This design comes from an exercise in tuning for small area on the open sky130 flow, not from production work.
Function was checked by simulation only, so behaviour that the tests miss may differ from the original.
No activity file was given, so power comes from the tool's default toggle rates.

==> run a: inputs <==
Design regfile_mp, start of the top module:
module regfile_mp
#(
    parameter int DWIDTH = regfile_pkg::RF_DWIDTH,
    parameter int DEPTH  = regfile_pkg::RF_DEPTH,
    parameter int NRD    = regfile_pkg::RF_NRD,
    localparam int AW    = regfile_pkg::rf_addr_width(DEPTH)
) (
    input  logic                  clk,
    input  logic                  rst,
    input  logic [NRD*AW-1:0]     ra,
    output logic [NRD*DWIDTH-1:0] rd,
    output logic [NRD-1:0]        rd_busy,
    input  logic                  we0,
    input  logic [AW-1:0]         wa0,
    input  logic [DWIDTH-1:0]     wd0,
    input  logic                  we1,
    input  logic [AW-1:0]         wa1,
    input  logic [DWIDTH-1:0]     wd1,
    input  logic                  rsv_en,
    input  logic [AW-1:0]         rsv_addr
);
export LEC_CHECK = 0
export CAP_MARGIN = 20
export CELL_PAD_IN_SITES_DETAIL_PLACEMENT = 1
export CELL_PAD_IN_SITES_GLOBAL_PLACEMENT = 2
export CORE_MARGIN = 2
export CORE_UTILIZATION = 30
export CTS_CLUSTER_DIAMETER = 100
export CTS_CLUSTER_SIZE = 24
export PLACE_DENSITY = 0.4
export SETUP_SLACK_MARGIN = 0.3
export SLEW_MARGIN = 20
export SYNTH_HIERARCHICAL = 1
create_clock -name core_clock -period 6.0 [get_ports {clk}]
standard.sh (not shown) runs the stock make flow with config.mk's settings and CLKGATE_MAP_FILE= SYNTH_SCRIPT=/design/flow/synth_recipe.tcl, a recipe that flattens the netlist after the stock synthesis.
==> flow/flow/run.sh <==
#!/bin/bash
# The standard ORFS layout, with two changes:
#  - the port buffers use the smallest buffer cell instead of the one buffer_ports picks;
#  - clock tree synthesis clusters up to 24 sinks per leaf buffer and inserts no dummy loads.
# Every tool's output goes to a log in this folder (and ORFS's own logs under orfs/logs).
set -euo pipefail
export BUFFER_PORTS_ARGS="-buffer_cell sky130_fd_sc_hd__buf_1"
export CTS_ARGS="-sink_clustering_enable -repair_clock_nets -sink_clustering_size 24 -sink_clustering_max_diameter 100 -dont_use_dummy_load"
bash standard.sh finish > standard_flow.log 2>&1
==> run b: changes against run a <==
==> flow/flow/run.sh (replaced) <==
#!/bin/bash
# The standard ORFS layout, with two changes:
#  - the port buffers use the smallest buffer cell instead of the one buffer_ports picks;
#  - clock tree synthesis clusters up to 20 sinks per leaf buffer and inserts no dummy loads.
# Every tool's output goes to a log in this folder (and ORFS's own logs under orfs/logs).
set -euo pipefail
export BUFFER_PORTS_ARGS="-buffer_cell sky130_fd_sc_hd__buf_1"
export CTS_ARGS="-sink_clustering_enable -repair_clock_nets -sink_clustering_size 20 -sink_clustering_max_diameter 100 -dont_use_dummy_load"
bash standard.sh finish > standard_flow.log 2>&1
--- a/flow/config.mk
+++ b/flow/config.mk
@@ -8,10 +8,10 @@
 export CAP_MARGIN = 20
 export CELL_PAD_IN_SITES_DETAIL_PLACEMENT = 1
-export CELL_PAD_IN_SITES_GLOBAL_PLACEMENT = 2
+export CELL_PAD_IN_SITES_GLOBAL_PLACEMENT = 1
 export CORE_MARGIN = 2
-export CORE_UTILIZATION = 30
+export CORE_UTILIZATION = 35
 export CTS_CLUSTER_DIAMETER = 100
-export CTS_CLUSTER_SIZE = 24
-export PLACE_DENSITY = 0.4
+export CTS_CLUSTER_SIZE = 20
+export PLACE_DENSITY = 0.5
 export SETUP_SLACK_MARGIN = 0.3
 export SLEW_MARGIN = 20
==> load_flow_metrics.sql <==
INSERT INTO impl_metrics (metric_group, metric, value, unit) VALUES
('pwr', 'pint', '8.84', 'mW'),
('critical_path', 'cpPeakStageDelay', '0.66', 'ns'),
('drt', 'totalWireLength', '313000', 'µm'),
('pwr', 'power_frac_seq', '55.6', '%'),
('grt', 'first_pass_grt_wire_length', '419000', 'µm'),
('pwr', 'reported_combinational_group_power', '1.27', 'mW'),
('layout', 'multi_input_area_share', '41.2', '%'),
('drt', '1st_pass_router_iterations', '17', ''),
('outcome', 'outcome', 'no timing/DRC/antenna violations', ''),
('drt', 'met2_length', '128000', 'µm'),
('timing', 'period_share', '98.1', '%'),
('placed_design', 'placed_cell_area', '51500', 'µm²'),
('layout', 'fillers', '15800', ''),
('clocking', 'cts_bufs_inserted', '59', ''),
('layout', 'antenna-diode-count', '11', ''),
('placed_design', 'gp_congestion', '0.972', ''),
('layout', 'final-nonclk-buf-share', '5.98', '%'),
('grt', 'grtUsageTotal', '40.8', '%');
# the run above: run b

==> load_flow_metrics.sql <==
INSERT INTO impl_metrics (metric_group, metric, value, unit) VALUES
('grt', 'first_pass_grt_wire_length', '448000', 'µm'),
('layout', 'antenna-diode-count', '12', ''),
('yosys', 'post_synth_top_area_share', '41.2', '%'),
('drt', '1st_pass_router_iterations', '15', ''),
('pwr', 'p_sw', '3.75', 'mW'),
('pwr', 'pint', '8.68', 'mW'),
('layout', 'multi_input_area_share', '41.1', '%'),
('pwr', 'power_frac_seq', '56.2', '%'),
('drt', 'met2_length', '143000', 'µm'),
('pwr', 'reported_combinational_group_power', '1.29', 'mW'),
('pwr', 'power-per-cell-area', '234', 'nW/µm²'),
('drt', 'totalWireLength', '339000', 'µm'),
('layout', 'syn2layout_area_growth', '7.07', '%'),
('clocking', 'cts_bufs_inserted', '53', ''),
('layout', 'fillers', '18400', ''),
('placed_design', 'placed_cell_area', '51800', 'µm²'),
('layout', 'layout.non_clock_inverters', '992', ''),
('grt', 'grtUsageTotal', '38.2', '%'),
('placed_design', 'gp_congestion', '0.861', ''),
('outcome', 'outcome', 'no timing/DRC/antenna violations', ''),
('layout', 'clock_buffers_and_inverters_area_share', '2.49', '%');
# the run above: run a

[re-timing with driven ports]
How much do the figures lean on ideal ports? The routed layouts below were timed once more, with nothing changed but the port constraints. Step 1, drivers: a clkbuf_16 drives clk and a buf_2 each remaining input, both assumed. Step 2, shift: input delay + t, output delay - t, t = (earliest + latest rising clock arrival at the registers) / 2. This alone moves slack from input paths to output paths. Three values: ideal, step 1, step 2; two values: the first two.
| run | shift t [ns] | setup slack, ns | hold slack, ns | worst register clock-pin slew, ns |
|---|---|---|---|---|
| run a | 0.799 | 0.351 / 0.323 / 0.323 | 0.498 / 0.498 / 0.498 | 0.12 / 0.12 |
| run b | 0.802 | 0.115 / 0.089 / 0.089 | 0.493 / 0.493 / 0.493 | 0.10 / 0.10 |
After both steps setup and hold are still met in every run listed. The setup slack of run a, which loses most, moves by -0.028 ns with the drivers and by -0.028 ns with both steps.
